What follows belongs to an exercise in optimizing a design on an open flow for small area and a short achievable clock period; a production flow would make more cautious choices.
In this exercise RTL edits were held to simulation tests only and were not proved equivalent to the original.
No activity file was given, so power comes from the tool's default toggle rates.

### run.sh
#!/bin/bash
# synth_recipe.tcl (not shown) runs the flow's synth.tcl, then flattens the netlist and writes it again
# the make line also repeats each setting of config.mk as NAME=value (left out here)
make -C /OpenROAD-flow-scripts/flow DESIGN_CONFIG=/design/flow/config.mk WORK_HOME=/design/flow/orfs CLKGATE_MAP_FILE= SYNTH_SCRIPT=/design/flow/synth_recipe.tcl finish
### config.mk
export PLATFORM = sky130hd
export DESIGN_NAME = register_file_sb
export DESIGN_NICKNAME = register_file_sb
export VERILOG_FILES = /design/flow/design.v
export SDC_FILE = /design/flow/constraint.sdc
export NUM_CORES = 4
export LEC_CHECK = 0
export CAP_MARGIN = 20
export CELL_PAD_IN_SITES_DETAIL_PLACEMENT = 1
export CELL_PAD_IN_SITES_GLOBAL_PLACEMENT = 2
export CORE_MARGIN = 2
export CORE_UTILIZATION = 30
export CTS_CLUSTER_DIAMETER = 100
export CTS_CLUSTER_SIZE = 16
export PLACE_DENSITY = 0.45
export SETUP_SLACK_MARGIN = 3.2
export SLEW_MARGIN = 20
export SYNTH_HIERARCHICAL = 1
export SYNTH_MINIMUM_KEEP_SIZE = 0
### constraint.sdc
create_clock -name core_clock -period 8.0 [get_ports {clk}]
set_input_delay 1.6000 -clock core_clock [delete_from_list [all_inputs] [get_ports {clk}]]
set_output_delay 1.6000 -clock core_clock [all_outputs]
set_load 0.01 [all_outputs]
### design.v
`default_nettype none
package regfile_pkg;
  localparam int DEF_DATA_WIDTH = 32;
  localparam int DEF_NUM_REGS   = 32;
  localparam int ZERO_REG       = 0;
endpackage : regfile_pkg
`default_nettype wire
`default_nettype none
module rf_aoi222 (
  input  logic a1, a2, b1, b2, c1, c2,
  output logic y
);
  assign y = ~((a1 & a2) | (b1 & b2) | (c1 & c2));
endmodule
module rf_nand #(
  parameter int N = 4
) (
  input  logic [N-1:0] a,
  output logic         y
);
  assign y = ~&a;
endmodule
module rf_or #(
  parameter int N = 3
) (
  input  logic [N-1:0] a,
  output logic         y
);
  assign y = |a;
endmodule
module rf_wrbit (
  input  logic s1, d1, s0, d0, sh, q,
  output logic d
);
  logic y;
  rf_aoi222 u_aoi (.a1(s1), .a2(d1), .b1(s0), .b2(d0), .c1(sh), .c2(q), .y(y));
  assign d = ~y;
endmodule
module rf_aoi22 (
  input  logic a1, a2, b1, b2,
  output logic y
);
  assign y = ~((a1 & a2) | (b1 & b2));
endmodule
module rf_nor2 (
  input  logic a, b,
  output logic y
);
  assign y = ~(a | b);
endmodule
module rf_rdbit #(
  parameter int NR = 31
) (
  input  logic [NR-1:0] sel,
  input  logic [NR-1:0] dat,
  input  logic          bs1, bd1, bs0, bd0,
  output logic          y
);
  localparam int NG = (NR + 2) / 3;       
  logic [NG-1:0] g;
  logic          gb;
  rf_aoi22 u_gb (.a1(bs1), .a2(bd1), .b1(bs0), .b2(bd0), .y(gb));
  for (genvar k = 0; k < NG; k++) begin : g_l1
    localparam int W = (3*k + 3 <= NR) ? 3 : NR - 3*k;
    if (W == 3) begin : g_3
      rf_aoi222 u_g (
        .a1(sel[3*k]),   .a2(dat[3*k]),
        .b1(sel[3*k+1]), .b2(dat[3*k+1]),
        .c1(sel[3*k+2]), .c2(dat[3*k+2]),
        .y (g[k])
      );
    end else if (W == 2) begin : g_2
      rf_aoi22 u_g (
        .a1(sel[3*k]),   .a2(dat[3*k]),
        .b1(sel[3*k+1]), .b2(dat[3*k+1]),
        .y (g[k])
      );
    end else begin : g_1
      rf_nand #(.N(2)) u_g (.a({sel[3*k], dat[3*k]}), .y(g[k]));
    end
  end
  localparam int NA = NG + 1;
  localparam int N3 = (NA + 2) / 3;
  localparam int N2 = (N3 + 1) / 2;
  logic [3*N3-1:0] ga;
  logic [N3-1:0]   p;
  logic [2*N2-1:0] pp;
  logic [N2-1:0]   q;
  assign ga = {{(3*N3-NA){1'b1}}, gb, g};
  for (genvar k = 0; k < N3; k++) begin : g_l2
    localparam int W = (3*k + 3 <= NA) ? 3 : NA - 3*k;
    rf_nand #(.N(W)) u_p (.a(ga[3*k +: W]), .y(p[k]));
  end
  assign pp = {{(2*N2-N3){1'b0}}, p};
  for (genvar k = 0; k < N2; k++) begin : g_l3
    localparam int W = (2*k + 2 <= N3) ? 2 : N3 - 2*k;
    if (W == 2) begin : g_2
      rf_nor2 u_q (.a(pp[2*k]), .b(pp[2*k+1]), .y(q[k]));
    end else begin : g_1
      assign q[k] = ~pp[2*k];
    end
  end
  rf_nand #(.N(N2)) u_y (.a(q), .y(y));
endmodule
module rf_and #(
  parameter int N = 4
) (
  input  logic [N-1:0] a,
  output logic         y
);
  assign y = &a;
endmodule
module rf_eq #(
  parameter int AW = 5
) (
  input  logic [AW-1:0] a,
  input  logic [AW-1:0] b,
  input  logic          en,
  input  logic          nz,
  output logic          y
);
  assign y = en && nz && (a == b);
endmodule
module rf_rdec #(
  parameter int AW = 5
) (
  input  logic [AW-1:0]      a,
  input  logic [2**AW-1:1]   clr,
  output logic [2**AW-1:1]   y
);
  localparam int HW = AW - 2;
  logic [3:0]       lo_n;
  logic [2**HW-1:0] hi_n;
  logic [AW-1:0] an;
  for (genvar i = 0; i < AW; i++) begin : g_inv
    rf_inv u_i (.a(a[i]), .y(an[i]));
  end
  for (genvar j = 0; j < 4; j++) begin : g_lo
    rf_nand #(.N(2)) u_lo (.a({j[1] ? a[1] : an[1], j[0] ? a[0] : an[0]}), .y(lo_n[j]));
  end
  for (genvar k = 0; k < 2**HW; k++) begin : g_hi
    logic [HW-1:0] lit;
    for (genvar i = 0; i < HW; i++) begin : g_l
      assign lit[i] = k[i] ? a[i+2] : an[i+2];
    end
    rf_nand #(.N(HW)) u_hi (.a(lit), .y(hi_n[k]));
  end
  for (genvar r = 1; r < 2**AW; r++) begin : g_y
    rf_nor3 u_y (.a(lo_n[r % 4]), .b(hi_n[r / 4]), .c(clr[r]), .y(y[r]));
  end
endmodule
module rf_inv (
  input  logic a,
  output logic y
);
  assign y = ~a;
endmodule
module rf_nor3 (
  input  logic a, b, c,
  output logic y
);
  assign y = ~(a | b | c);
endmodule
module rf_dec #(
  parameter int AW = 5
) (
  input  logic [AW-1:0]      a,
  input  logic               en,
  output logic [2**AW-1:1]   y
);
  localparam int HW = AW - 2;
  logic [3:0]       lo_n;
  logic [2**HW-1:0] hi_n;
  for (genvar j = 0; j < 4; j++) begin : g_lo
    assign lo_n[j] = ~(en && a[1:0] == 2'(j));
  end
  for (genvar k = 0; k < 2**HW; k++) begin : g_hi
    assign hi_n[k] = ~(a[AW-1:2] == HW'(k));
  end
  for (genvar r = 1; r < 2**AW; r++) begin : g_y
    rf_nor2 u_y (.a(lo_n[r % 4]), .b(hi_n[r / 4]), .y(y[r]));
  end
endmodule
module rf_wdec #(
  parameter int AW = 5
) (
  input  logic [AW-1:0]    a0,
  input  logic             en0,
  input  logic [AW-1:0]    a1,
  input  logic             en1,
  output logic [2**AW-1:1] hit0,
  output logic [2**AW-1:1] hit1,
  output logic [2**AW-1:1] clr
);
  localparam int HW = AW - 2;
  logic [3:0]       lo0_n, lo1_n;
  logic [2**HW-1:0] hi0_n, hi1_n;
  logic [AW-1:0] a0n, a1n;
  for (genvar i = 0; i < AW; i++) begin : g_inv
    rf_inv u_i0 (.a(a0[i]), .y(a0n[i]));
    rf_inv u_i1 (.a(a1[i]), .y(a1n[i]));
  end
  for (genvar j = 0; j < 4; j++) begin : g_lo
    rf_nand #(.N(3)) u_lo0 (.a({en0, j[1] ? a0[1] : a0n[1], j[0] ? a0[0] : a0n[0]}), .y(lo0_n[j]));
    rf_nand #(.N(3)) u_lo1 (.a({en1, j[1] ? a1[1] : a1n[1], j[0] ? a1[0] : a1n[0]}), .y(lo1_n[j]));
  end
  for (genvar k = 0; k < 2**HW; k++) begin : g_hi
    logic [HW-1:0] lit0, lit1;
    for (genvar i = 0; i < HW; i++) begin : g_l
      assign lit0[i] = k[i] ? a0[i+2] : a0n[i+2];
      assign lit1[i] = k[i] ? a1[i+2] : a1n[i+2];
    end
    rf_nand #(.N(HW)) u_hi0 (.a(lit0), .y(hi0_n[k]));
    rf_nand #(.N(HW)) u_hi1 (.a(lit1), .y(hi1_n[k]));
  end
  for (genvar r = 1; r < 2**AW; r++) begin : g_y
    rf_nor2  u_h0 (.a(lo0_n[r % 4]), .b(hi0_n[r / 4]), .y(hit0[r]));
    rf_nor2  u_h1 (.a(lo1_n[r % 4]), .b(hi1_n[r / 4]), .y(hit1[r]));
    rf_oai22 u_c  (.a1(lo0_n[r % 4]), .a2(hi0_n[r / 4]),
                   .b1(lo1_n[r % 4]), .b2(hi1_n[r / 4]), .y(clr[r]));
  end
endmodule
module rf_oai22 (
  input  logic a1, a2, b1, b2,
  output logic y
);
  assign y = ~((a1 | a2) & (b1 | b2));
endmodule
`default_nettype wire
`default_nettype none
module register_file_sb
#(
  parameter int DATA_WIDTH = regfile_pkg::DEF_DATA_WIDTH,
  parameter int NUM_REGS   = regfile_pkg::DEF_NUM_REGS,
  parameter int ADDR_W     = $clog2(NUM_REGS),
  parameter bit BYPASS_EN  = 1'b1
) (
  input  logic                  clk,
  input  logic                  rst,
  input  logic [ADDR_W-1:0]     rs1_addr,
  input  logic [ADDR_W-1:0]     rs2_addr,
  output logic [DATA_WIDTH-1:0] rs1_data,
  output logic [DATA_WIDTH-1:0] rs2_data,
  output logic                  rs1_busy,
  output logic                  rs2_busy,
  input  logic                  iss_en,
  input  logic [ADDR_W-1:0]     iss_rd,
  input  logic                  wb0_en,
  input  logic [ADDR_W-1:0]     wb0_addr,
  input  logic [DATA_WIDTH-1:0] wb0_data,
  input  logic                  wb1_en,
  input  logic [ADDR_W-1:0]     wb1_addr,
  input  logic [DATA_WIDTH-1:0] wb1_data,
  output logic [ADDR_W:0]       busy_count
);
  localparam int NR = NUM_REGS - 1;    
  logic [DATA_WIDTH-1:0] regs_q [1:NUM_REGS-1];
  logic [DATA_WIDTH-1:0] regs_d [1:NUM_REGS-1];
  logic [NUM_REGS-1:0]   busy_q;
  logic [ADDR_W:0]       busy_count_q;
  logic [NUM_REGS-1:0] hit0, hit1, set, dec1, dec2, clr;
  assign hit0[0] = 1'b0;
  assign hit1[0] = 1'b0;
  assign set[0]  = 1'b0;
  assign dec1[0] = 1'b0;
  assign dec2[0] = 1'b0;
  assign clr[0] = 1'b0;
  rf_wdec #(.AW(ADDR_W)) u_dec_wb (
    .a0(wb0_addr), .en0(wb0_en), .a1(wb1_addr), .en1(wb1_en),
    .hit0(hit0[NUM_REGS-1:1]), .hit1(hit1[NUM_REGS-1:1]), .clr(clr[NUM_REGS-1:1])
  );
  rf_dec #(.AW(ADDR_W)) u_dec_is (.a(iss_rd),   .en(iss_en), .y(set[NUM_REGS-1:1]));
  rf_rdec #(.AW(ADDR_W)) u_dec_r1 (.a(rs1_addr), .clr(clr[NUM_REGS-1:1]), .y(dec1[NUM_REGS-1:1]));
  rf_rdec #(.AW(ADDR_W)) u_dec_r2 (.a(rs2_addr), .clr(clr[NUM_REGS-1:1]), .y(dec2[NUM_REGS-1:1]));
  logic [NUM_REGS-1:0] wsel1, wsel0, whold;
  assign wsel1 = hit1;
  assign wsel0 = hit0 & ~hit1;
  assign whold = ~clr;
  for (genvar r = 1; r < NUM_REGS; r++) begin : g_wr
    for (genvar b = 0; b < DATA_WIDTH; b++) begin : g_bit
      rf_wrbit u_wr (
        .s1(wsel1[r]), .d1(wb1_data[b]),
        .s0(wsel0[r]), .d0(wb0_data[b]),
        .sh(whold[r]), .q (regs_q[r][b]),
        .d (regs_d[r][b])
      );
    end
  end
  always_ff @(posedge clk or posedge rst) begin
    if (rst) begin
      for (int r = 1; r < NUM_REGS; r++) begin
        regs_q[r] <= '0;
      end
    end else begin
      for (int r = 1; r < NUM_REGS; r++) begin
        regs_q[r] <= regs_d[r];
      end
    end
  end
  logic [NUM_REGS-1:0] busy_d;
  logic                cnt_inc, cnt_dec0, cnt_dec1;
  logic [ADDR_W:0]     cnt_delta;
  assign busy_d = (busy_q & ~clr) | set;
  assign cnt_inc  = |(set & ~busy_q);
  assign cnt_dec0 = |(hit0 & busy_q & ~set);
  assign cnt_dec1 = |(hit1 & ~hit0 & busy_q & ~set);
  always_comb begin
    case ({cnt_inc, cnt_dec0, cnt_dec1})
      3'b100:         cnt_delta = (ADDR_W+1)'(1);
      3'b010, 3'b001,
      3'b111:         cnt_delta = '1;
      3'b011:         cnt_delta = {{ADDR_W{1'b1}}, 1'b0};
      default:        cnt_delta = '0;
    endcase
  end
  always_ff @(posedge clk or posedge rst) begin
    if (rst) begin
      busy_q       <= '0;
      busy_count_q <= '0;
    end else begin
      busy_q       <= busy_d;
      busy_count_q <= busy_count_q + cnt_delta;
    end
  end
  assign busy_count = busy_count_q;
  logic nz1, nz2;
  logic byp1_0, byp1_1, byp2_0, byp2_1;
  assign nz1 = |rs1_addr;
  assign nz2 = |rs2_addr;
  rf_eq #(.AW(ADDR_W)) u_eq1_1 (.a(rs1_addr), .b(wb1_addr), .en(BYPASS_EN && wb1_en), .nz(nz1), .y(byp1_1));
  rf_eq #(.AW(ADDR_W)) u_eq1_0 (.a(rs1_addr), .b(wb0_addr), .en(BYPASS_EN && wb0_en), .nz(nz1), .y(byp1_0));
  rf_eq #(.AW(ADDR_W)) u_eq2_1 (.a(rs2_addr), .b(wb1_addr), .en(BYPASS_EN && wb1_en), .nz(nz2), .y(byp2_1));
  rf_eq #(.AW(ADDR_W)) u_eq2_0 (.a(rs2_addr), .b(wb0_addr), .en(BYPASS_EN && wb0_en), .nz(nz2), .y(byp2_0));
  logic bs1_0, bs2_0;
  assign bs1_0 = byp1_0 & ~byp1_1;
  assign bs2_0 = byp2_0 & ~byp2_1;
  for (genvar b = 0; b < DATA_WIDTH; b++) begin : g_rd
    logic [NR-1:0] dat;
    for (genvar r = 1; r < NUM_REGS; r++) begin : g_t
      assign dat[r-1] = regs_q[r][b];
    end
    rf_rdbit #(.NR(NR)) u_rd1 (
      .sel(dec1[NUM_REGS-1:1]), .dat(dat),
      .bs1(byp1_1), .bd1(wb1_data[b]), .bs0(bs1_0), .bd0(wb0_data[b]),
      .y(rs1_data[b])
    );
    rf_rdbit #(.NR(NR)) u_rd2 (
      .sel(dec2[NUM_REGS-1:1]), .dat(dat),
      .bs1(byp2_1), .bd1(wb1_data[b]), .bs0(bs2_0), .bd0(wb0_data[b]),
      .y(rs2_data[b])
    );
  end
  assign rs1_busy = |(dec1 & busy_q);
  assign rs2_busy = |(dec2 & busy_q);
endmodule
`default_nettype wire
==> impl_results.md, run 1 <==
* Starting utilization of the core area at 30.2%
* Number of storage elements in the synthesis netlist at 1,029
* Synthesized instance count at 4,827
* CTS tree: yes
* Growth of design area from synthesis to finish at 35.4%
* Total die area at 179,000 um^2
* RSZ-0062 raised after global routing: true
* IO Port Bufs at 165
* Number of clock buffers inserted by TritonCTS at 75
* Latest clock arrival within the worst-skew pair at 0.75 ns
* Share of final-layout standard cells stronger than drive strength 1 at 24.7%
* First-iteration detailed-routing DRC count at 16,300
* Routed len/inst at 48.6 um
* Number of maximum-capacitance constraint violations at 0
* Top metal layer carrying routed signals: met5
* Clock Path Buffers at 3
* Final Critical Period at 5.72 ns
* Setup skew after layout at 0.0103 ns
* Standard cell core area at 174,000 um^2
* Commonest register cell after synthesis: sky130_fd_sc_hd__dfrtp_1
* Final setup violating endpoints at 0
* First-pass GRT wire length at 521 mm
* Residual antenna-violating net count after detailed routing at 0
* Number of placed I/O pins at 166
* Final sum of negative setup slack at 0 ns
* Sum of routed wire segments on met1 at 146 mm
* Pin count of the biggest net entering global routing at 136
* Number of vias in the routed layout at 61,300
* Post-synth net total at 4,928
* Fin. Hold Viols at 0
* Post-synthesis sequential area ratio at 48.9%
* Remaining Overflow, GRT at 0
* Share of synthesized area spent on multiplexers at 0%
* Root Buffer Master: sky130_fd_sc_hd__clkbuf_16
* Startpoint of the lowest-slack hold path: busy_count_q[0]
* Hpwl dp at 217 mm
* Most common cell after layout, fill and taps aside: sky130_fd_sc_hd__a222oi_1
* Share of flip-flops with an asynchronous set or reset at 100%
* Post-synthesis compound-gate area fraction at 34.1%
* Cell area power density at 215 nW/um^2
* Antenna violations before repair at 20
* Adder-cell share of the synthesized area at 0.195%
* Reported leakage power at 33.6 nW
* Worst Reg-to-Reg Cells at 12
* Crit path required time at 6.40 ns
* DRC violation count after routing at 0
* Mapped cell area at 52,700 um^2
* Instance count after placement with tap cells included at 7,672
* Routed via count divided by cell count at 7.50
* RD Place Congestion at 0.941
* Final period util at 71.6%
* Main combinational cell family by area after synthesis: compound AO/OA/AOI/OAI gates
* Type of the most critical hold path: register to register
* Capturing element type of the critical path: output pin
* CTS Hold Bufs at 0
* Run status: timing/DRC/antenna clean
* Synth warn at 10
* Placement row count at 153
* Kind of start point of the critical path: primary input
* Register-to-register path setup slack at 4.52 ns
* Post-synthesis simple-gate area fraction at 8.79%
* RR Endpoint: busy_count_q[4]
* Least setup slack across all paths after layout at 2.28 ns
* Post-Layout Inst Area at 71,300 um^2
* Clock-pin transition on the worst setup and hold timing paths at 0.08 ns
* Max-slew violation total from the final report at 0
* Highest-count cells in the layout ignoring fill and taps: 1,634 x sky130_fd_sc_hd__a222oi_1, 1,029 x sky130_fd_sc_hd__dfrtp_1, 1,026 x sky130_fd_sc_hd__inv_1
* WL final at 397 mm
* Startpoint of the worst register-to-register path: busy_q[29]
* FILL cells at 18,700
* DP Worst Slack at 0.393 ns
* Maximum fanout along the worst path at 6
* Metal3 WL at 52.5 mm
* Post-DP Area at 61,200 um^2
* Clock tree sinks at 1,029
* Mapped Avg Cell Area at 10.9 um^2
* Worst min-delay path endpoint: busy_count_q[0]
* Final Power at 15.3 mW
* Hold path cells at 1
* Critical path start-end classification: primary input to output pin
* Peak ir drop on the vdd network at 149 uV
* Die extent in x at 423 um
* DR WL met2 at 169 mm
* Total track usage at 41.9%
* Max Fclk at 0.175 GHz
* Number of distinct standard cells referenced by the synthesized netlist at 40
* Worst-margin pin slew at 1.24 ns
* Layout Nets at 5,918
* Number of global-route vias before repair at 59,500
* Critical path arrival at 4.12 ns
* Post-route insts no fill at 8,162
* Die Height at 423 um
* H-tree Lvls at 3
* Number of flops mapped to enable cells by yosys at 0
* Xor and xnor fraction of the mapped netlist area at 0.416%
* Tightest slew margin relative to the limit at 17.1%
* Detailed Routing Iterations Pass 1 at 13
[per-module statistics from Yosys, one instance, submodules excluded, a selection]
module / flops+latches / cell area [um^2] / cells inside / times used
rf_nor2: 0 / 3.75 / 1 / 221
rf_oai22: 0 / 6.26 / 1 / 31
register_file_sb: 1029 / 27800 / 1329 / 1
rf_inv: 0 / 3.75 / 1 / 20
rf_aoi222: 0 / 10.0 / 1 / 1632
rf_nor3: 0 / 10.0 / 1 / 62
rf_aoi22: 0 / 12.5 / 1 / 64
rf_wrbit: 0 / 3.75 / 1 / 992
[worst max-delay path, cell delays in order]
cell                        delay [ns]
sky130_fd_sc_hd__buf_4            0.18
sky130_fd_sc_hd__inv_1            0.15
sky130_fd_sc_hd__nand2_4          0.25
sky130_fd_sc_hd__buf_4            0.25
sky130_fd_sc_hd__nor3_4           0.11
sky130_fd_sc_hd__buf_4            0.19
sky130_fd_sc_hd__clkbuf_16        0.16
sky130_fd_sc_hd__a222oi_1         0.43
sky130_fd_sc_hd__nand3_1          0.32
sky130_fd_sc_hd__nor2_4           0.25
sky130_fd_sc_hd__nand2_2          0.09
sky130_fd_sc_hd__buf_6            0.13
[routing by layer]
| layer | vias to the layer above | global-route usage, % |
|---|---|---|
| met5 | - | 0.134 |
| met4 | 4 | 26.9 |
| met3 | 1112 | 12.2 |
| met2 | 4939 | 61.7 |
| met1 | 32200 | 53.6 |
| li1 | 23000 | - |
[stage by stage]
step,hold slack (ns),utilization (%)
4_1_cts,0.531,39.8
6_report,0.523,40.9
3_3_place_gp,0.508,35.1
3_5_place_dp,0.513,35.2
5_1_grt,0.555,40.9
2_1_floorplan,0.491,-
[cells in the mapped netlist, types with 4 or more instances]
master / count / area (um^2)
sky130_fd_sc_hd__or3b_1: 4 / 35.0
sky130_fd_sc_hd__dfrtp_1: 1029 / 25700
sky130_fd_sc_hd__a21o_1: 30 / 225
sky130_fd_sc_hd__nand2b_1: 5 / 31.3
sky130_fd_sc_hd__ha_1: 5 / 62.6
sky130_fd_sc_hd__nor2b_1: 36 / 225
sky130_fd_sc_hd__nand3b_1: 23 / 173
sky130_fd_sc_hd__xnor2_1: 24 / 210
sky130_fd_sc_hd__a222oi_1: 1634 / 16400
sky130_fd_sc_hd__nand3_1: 315 / 1580
sky130_fd_sc_hd__a22oi_2: 64 / 801
sky130_fd_sc_hd__nor4bb_1: 29 / 290
sky130_fd_sc_hd__nor4_1: 9 / 56.3
sky130_fd_sc_hd__a22oi_1: 20 / 150
sky130_fd_sc_hd__a22o_1: 4 / 35.0
sky130_fd_sc_hd__o22ai_1: 42 / 263
sky130_fd_sc_hd__nand4_1: 15 / 93.8
sky130_fd_sc_hd__inv_1: 1073 / 4030
sky130_fd_sc_hd__nor2_1: 229 / 860
sky130_fd_sc_hd__nor3_2: 62 / 621
sky130_fd_sc_hd__nand2_1: 141 / 529
sky130_fd_sc_hd__nor3_1: 5 / 25.0
[area by class of cell]
type                            instances  area (um^2)  area share [%]
Inverter                             1073         4150            5.82
Tap cell                             2325         2910            4.08
Antenna cell                           10         25.0          0.0351
Clock inverter                          7         80.1           0.112
Clock buffer                           80         1970            2.76
Timing Repair Buffer                  912        10800            15.1
Sequential cell                      1029        25700            36.1
Multi-Input combinational cell       2726        25600            35.9
[worst max path at each step]
| stage | startpoint | to | slack, ns | cells after the start |
|---|---|---|---|---|
| 2_1_floorplan | rst | busy_count_q[0] | -7.78 | 1 |
| 6_report | rs2_addr[1] | rs2_data[14] | 2.28 | 12 |
| 3_3_place_gp | wb1_addr[1] | rs2_data[25] | 0.34 | 11 |
| 5_1_grt | wb0_addr[4] | rs1_data[25] | 2.28 | 15 |
| 3_5_place_dp | wb1_addr[1] | rs2_data[25] | 0.39 | 11 |
| 4_1_cts | wb1_en | rs2_busy | 2.31 | 11 |
[power breakdown]
group          switching (mW)  internal (mW)
clock                    2.17           1.76
sequential               1.19           6.45
combinational            2.06           1.66
total                    5.43           9.86
[sequential cells by signal, summed over array words and instances, names as in the netlist]
register / flops
busy_count_q: 6
busy_q: 31
regs_q: 992
[logic make-up after synthesis]
| kind of cell | after synthesis |
|---|---|
| fa+ha+maj | 7 |
| buf+inv | 1073 |
| simple gates | 885 |
| xor+xnor | 25 |
| flops | 1029 |
| compound gates | 1808 |
[timing repair]
action | 4_1_cts | 5_1_grt
cloned | 35 | 22
buffers inserted | 248 | 88
setup endpoints to repair | 71 | 68
resized for setup | 1019 | 224
pin swaps | 413 | 317
==> run 2: changes to the inputs <==
--- a/design.v
+++ b/design.v
@@ -49,7 +49,8 @@
   assign y = ~(a | b);
 endmodule
 module rf_rdbit #(
-  parameter int NR = 31
+  parameter int NR  = 31,
+  parameter bit BYP = 1'b1
 ) (
   input  logic [NR-1:0] sel,
   input  logic [NR-1:0] dat,
@@ -59,7 +60,11 @@
   localparam int NG = (NR + 2) / 3;       
   logic [NG-1:0] g;
   logic          gb;
-  rf_aoi22 u_gb (.a1(bs1), .a2(bd1), .b1(bs0), .b2(bd0), .y(gb));
+  if (BYP) begin : g_byp
+    rf_aoi22 u_gb (.a1(bs1), .a2(bd1), .b1(bs0), .b2(bd0), .y(gb));
+  end else begin : g_nobyp
+    assign gb = 1'b1;
+  end
   for (genvar k = 0; k < NG; k++) begin : g_l1
     localparam int W = (3*k + 3 <= NR) ? 3 : NR - 3*k;
     if (W == 3) begin : g_3
@@ -79,14 +84,18 @@
       rf_nand #(.N(2)) u_g (.a({sel[3*k], dat[3*k]}), .y(g[k]));
     end
   end
-  localparam int NA = NG + 1;
+  localparam int NA = NG + (BYP ? 1 : 0);
   localparam int N3 = (NA + 2) / 3;
   localparam int N2 = (N3 + 1) / 2;
   logic [3*N3-1:0] ga;
   logic [N3-1:0]   p;
   logic [2*N2-1:0] pp;
   logic [N2-1:0]   q;
-  assign ga = {{(3*N3-NA){1'b1}}, gb, g};
+  if (BYP) begin : g_ga1
+    assign ga = {{(3*N3-NA){1'b1}}, gb, g};
+  end else begin : g_ga0
+    assign ga = {{(3*N3-NA){1'b1}}, g};
+  end
   for (genvar k = 0; k < N3; k++) begin : g_l2
     localparam int W = (3*k + 3 <= NA) ? 3 : NA - 3*k;
     rf_nand #(.N(W)) u_p (.a(ga[3*k +: W]), .y(p[k]));
@@ -350,7 +359,13 @@
       .y(rs2_data[b])
     );
   end
-  assign rs1_busy = |(dec1 & busy_q);
-  assign rs2_busy = |(dec2 & busy_q);
+  rf_rdbit #(.NR(NR), .BYP(1'b0)) u_bz1 (
+    .sel(dec1[NUM_REGS-1:1]), .dat(busy_q[NUM_REGS-1:1]),
+    .bs1(1'b0), .bd1(1'b0), .bs0(1'b0), .bd0(1'b0), .y(rs1_busy)
+  );
+  rf_rdbit #(.NR(NR), .BYP(1'b0)) u_bz2 (
+    .sel(dec2[NUM_REGS-1:1]), .dat(busy_q[NUM_REGS-1:1]),
+    .bs1(1'b0), .bd1(1'b0), .bs0(1'b0), .bd0(1'b0), .y(rs2_busy)
+  );
 endmodule
 `default_nettype wire
--- a/config.mk
+++ b/config.mk
@@ -9,11 +9,11 @@
 export CELL_PAD_IN_SITES_DETAIL_PLACEMENT = 1
 export CELL_PAD_IN_SITES_GLOBAL_PLACEMENT = 2
 export CORE_MARGIN = 2
-export CORE_UTILIZATION = 30
+export CORE_UTILIZATION = 35
 export CTS_CLUSTER_DIAMETER = 100
 export CTS_CLUSTER_SIZE = 16
-export PLACE_DENSITY = 0.45
-export SETUP_SLACK_MARGIN = 3.2
+export PLACE_DENSITY = 0.5
+export SETUP_SLACK_MARGIN = 2.8
 export SLEW_MARGIN = 20
 export SYNTH_HIERARCHICAL = 1
 export SYNTH_MINIMUM_KEEP_SIZE = 0
==> run 2 against run 1 <==
Compared with the run above:
- still clean on timing, DRC and antenna
- via count rose by 0.74%
- first-iteration DRC count rose by 9.7%
- worst setup slack got worse by 0.22 ns
- register-to-register slack improved by 0.20 ns
- final area fell by 1.3%
- power barely moved
- flip-flop and latch count did not move
- critical path type unchanged
- highest routed layer unchanged
==> impl_results.md, run 2 <==
* Run status: timing/DRC/antenna clean (unchanged)
* Layout Nets at 5,947 (was 5,918)
* Routed len/inst at 46.2 um (was 48.6 um)
* Placement row count at 142 (was 153)
* Pin count of the biggest net entering global routing at 143 (was 136)
* Final sum of negative setup slack at 0 ns (unchanged)
* H-tree Lvls at 3 (unchanged)
* Worst-margin pin slew at 1.35 ns (was 1.24 ns)
* Max reg flops at 992 (unchanged)
* Clock tree sinks at 1,029 (unchanged)
* Remaining Overflow, GRT at 0 (unchanged)
* Critical path start-end classification: primary input to output pin (unchanged)
* Residual antenna-violating net count after detailed routing at 0 (unchanged)
* Crit path required time at 6.40 ns (about the same)
* Startpoint of the lowest-slack hold path: regs_q[29][2] (was busy_count_q[0])
* Detailed Routing Iterations Pass 1 at 15 (was 13)
* Final setup violating endpoints at 0 (unchanged)
* Latest clock arrival within the worst-skew pair at 0.71 ns (was 0.75 ns)
* Kind of start point of the critical path: primary input (unchanged)
* Share of final-layout standard cells stronger than drive strength 1 at 24.5% (was 24.7%)
* Capturing element type of the critical path: output pin (unchanged)
* Number of global-route vias before repair at 60,100 (was 59,500)
* WL final at 364 mm (was 397 mm)
* Peak ir drop on the vdd network at 156 uV (was 149 uV)
* Crit path from: rs2_addr[3] (was rs2_addr[1])
* Max-slew violation total from the final report at 0 (unchanged)
* Growth of design area from synthesis to finish at 33.7% (was 35.4%)
* Highest-count cells in the layout ignoring fill and taps: 1,652 x sky130_fd_sc_hd__a222oi_1, 1,029 x sky130_fd_sc_hd__dfrtp_1, 1,024 x sky130_fd_sc_hd__inv_1 (was 1,634 x sky130_fd_sc_hd__a222oi_1, 1,029 x sky130_fd_sc_hd__dfrtp_1, 1,026 x sky130_fd_sc_hd__inv_1)
* Maximum fanout along the worst path at 8 (was 6)
* Standard cell core area at 150,000 um^2 (was 174,000 um^2)
* DRC violation count after routing at 0 (unchanged)
* Tightest slew margin relative to the limit at 10.3% (was 17.1%)
* Mapped Avg Cell Area at 10.9 um^2 (about the same)
* Number of maximum-capacitance constraint violations at 0 (unchanged)
* CTS tree: yes (unchanged)
* Final Critical Period at 5.94 ns (was 5.72 ns)
* Max Fclk at 0.168 GHz (was 0.175 GHz)
* Reported leakage power at 33.5 nW (was 33.6 nW)
* Core utilization of the finished layout at 47.0% (was 40.9%)
* Mapped cell area at 52,600 um^2 (was 52,700 um^2)
* Clock Path Buffers at 3 (unchanged)
* Total die area at 153,000 um^2 (was 179,000 um^2)
* Total track usage at 45.9% (was 41.9%)
* RD Place Congestion at 0.928 (was 0.941)
* First-iteration detailed-routing DRC count at 17,900 (was 16,300)
* Synth warn at 10 (unchanged)
* Cell area power density at 217 nW/um^2 (was 215 nW/um^2)
* Number of vias in the routed layout at 61,700 (was 61,300)
* Final period util at 74.3% (was 71.6%)
* Routed via count divided by cell count at 7.83 (was 7.50)
* Die extent in x at 392 um (was 423 um)
* First-pass GRT wire length at 494 mm (was 521 mm)
* Root Buffer Master: sky130_fd_sc_hd__clkbuf_16 (unchanged)
* Synthesized instance count at 4,823 (was 4,827)
* Number of clock buffers inserted by TritonCTS at 75 (unchanged)
* CTS Hold Bufs at 0 (unchanged)
* Register with the most flip-flops: regs_q (unchanged)
* Number of placed I/O pins at 166 (unchanged)
* IO Port Bufs at 165 (unchanged)
* Fin. Hold Viols at 0 (unchanged)
* Post-synth net total at 4,924 (was 4,928)
* Hpwl dp at 201 mm (was 217 mm)
* Leading registers by flop count: regs_q: 992 flops, busy_q: 31 flops, busy_count_q: 6 flops (unchanged)
* RSZ-0062 raised after global routing: true (unchanged)
* Type of the most critical hold path: register to register (unchanged)
* Starting utilization of the core area at 35.2% (was 30.2%)
* Most common cell after layout, fill and taps aside: sky130_fd_sc_hd__a222oi_1 (unchanged)
* Die Height at 392 um (was 423 um)
* Setup skew after layout at 0.0160 ns (was 0.0103 ns)
* Critical path arrival at 4.34 ns (was 4.12 ns)
* Clock-pin transition on the worst setup and hold timing paths at 0.07 ns (was 0.08 ns)
* Startpoint of the worst register-to-register path: busy_q[11] (was busy_q[29])
* Antenna violations before repair at 9 (was 20)
run 2: worst max-delay path, cell delays in order:
cell                         delay (ns)
sky130_fd_sc_hd__buf_4             0.22
sky130_fd_sc_hd__clkinvlp_4        0.25
sky130_fd_sc_hd__nand3_4           0.20
sky130_fd_sc_hd__nor3_4            0.10
sky130_fd_sc_hd__buf_12            0.17
sky130_fd_sc_hd__a222oi_1          0.80
sky130_fd_sc_hd__nand3_1           0.37
sky130_fd_sc_hd__nor2_4            0.29
sky130_fd_sc_hd__buf_6             0.14
sky130_fd_sc_hd__nand2_4           0.06
sky130_fd_sc_hd__buf_6             0.13
run 2: cell type report:
cell class	instances	area, um^2
Inverter	1073	4140
Fill cell	16000	79200
Timing Repair Buffer	944	10400
Tap cell	2016	2520
Clock inverter	7	105
Antenna cell	5	12.5
Sequential cell	1029	25700
Multi-Input combinational cell	2723	25400
Clock buffer	82	2010
run 2: final timing paths:
kind,to,slack (ns),cells past startpoint
setup / recovery,rs2_data[16],2.06,11
hold / removal,regs_q[29][2],0.53,2
setup reg to reg,busy_count_q[4],4.72,12
hold reg to reg,regs_q[29][2],0.53,2
max in group asynchronous,regs_q[27][20],4.90,4
min in group asynchronous,regs_q[17][15],1.33,2
run 2: repair_timing:
| item | 4_1_cts | 5_1_grt |
|---|---|---|
| buffers inserted | 334 | 52 |
| resized for setup | 1113 | 114 |
| pin swaps | 486 | 233 |
| gates cloned | 26 | 4 |
| setup endpoints to repair | 69 | 69 |
run 2: layer usage:
| layer | GRT usage, % | wire (um) | up-vias |
|---|---|---|---|
| met3 | 16.3 | 52600 | 1280 |
| li1 | - | - | 23100 |
| met2 | 65.7 | 151000 | 5465 |
| met5 | 0.478 | 96 | - |
| met4 | 30.3 | 28600 | 12 |
| met1 | 57.9 | 131000 | 31900 |
run 2: through the flow:
step / worst slack [ns] / hold slack [ns] / area [um^2] / instances / power, mW
5_1_grt: 2.07 / 0.556 / 70400 / 7874 / 15.9
3_3_place_gp: 0.311 / 0.489 / 60700 / 7367 / 10.8
2_1_floorplan: -7.78 / 0.491 / 52900 / 4823 / 9.25
4_1_cts: 2.23 / 0.513 / 69400 / 7818 / 15.1
3_5_place_dp: 0.338 / 0.495 / 60700 / 7369 / 10.9
6_report: 2.06 / 0.534 / 70400 / 7879 / 15.3
run 2: where the power goes:
| part | switching [mW] | internal [mW] |
|---|---|---|
| Sequential | 1.16 | 6.45 |
| Clock | 2.12 | 1.82 |
| Combinational | 2.08 | 1.66 |

==> afterwards: timing with drivers on the ports <==
How much do the figures lean on ideal ports? The routed layouts below were timed once more, with nothing changed but the port constraints.
Step 1 sets driving cells, clkbuf_16 on the clock port and buf_2 on the other inputs (assumed; they add their load-dependent delay and slew).
Step 2 also shifts input and output timing later by t, the mid clock arrival at the registers, as if the neighbouring blocks saw the same clock.
Slacks: ideal ports / drivers / drivers and shift; pairs: ideal ports / drivers.
run	t, ns	slack for setup (ns)	worst setup path at the end	slew at the worst register clock pin (ns)	cell pins on the clock port's net
run 1	0.829	2.275 / 2.217 / 2.217	input to output	0.09 / 0.09	1
run 2	0.793	2.057 / 2.006 / 2.006	input to output	0.09 / 0.09	1
After both steps every run listed still meets setup and hold. The setup slack of run 1, which loses most, moves by -0.058 ns with the drivers and by -0.058 ns with both steps.
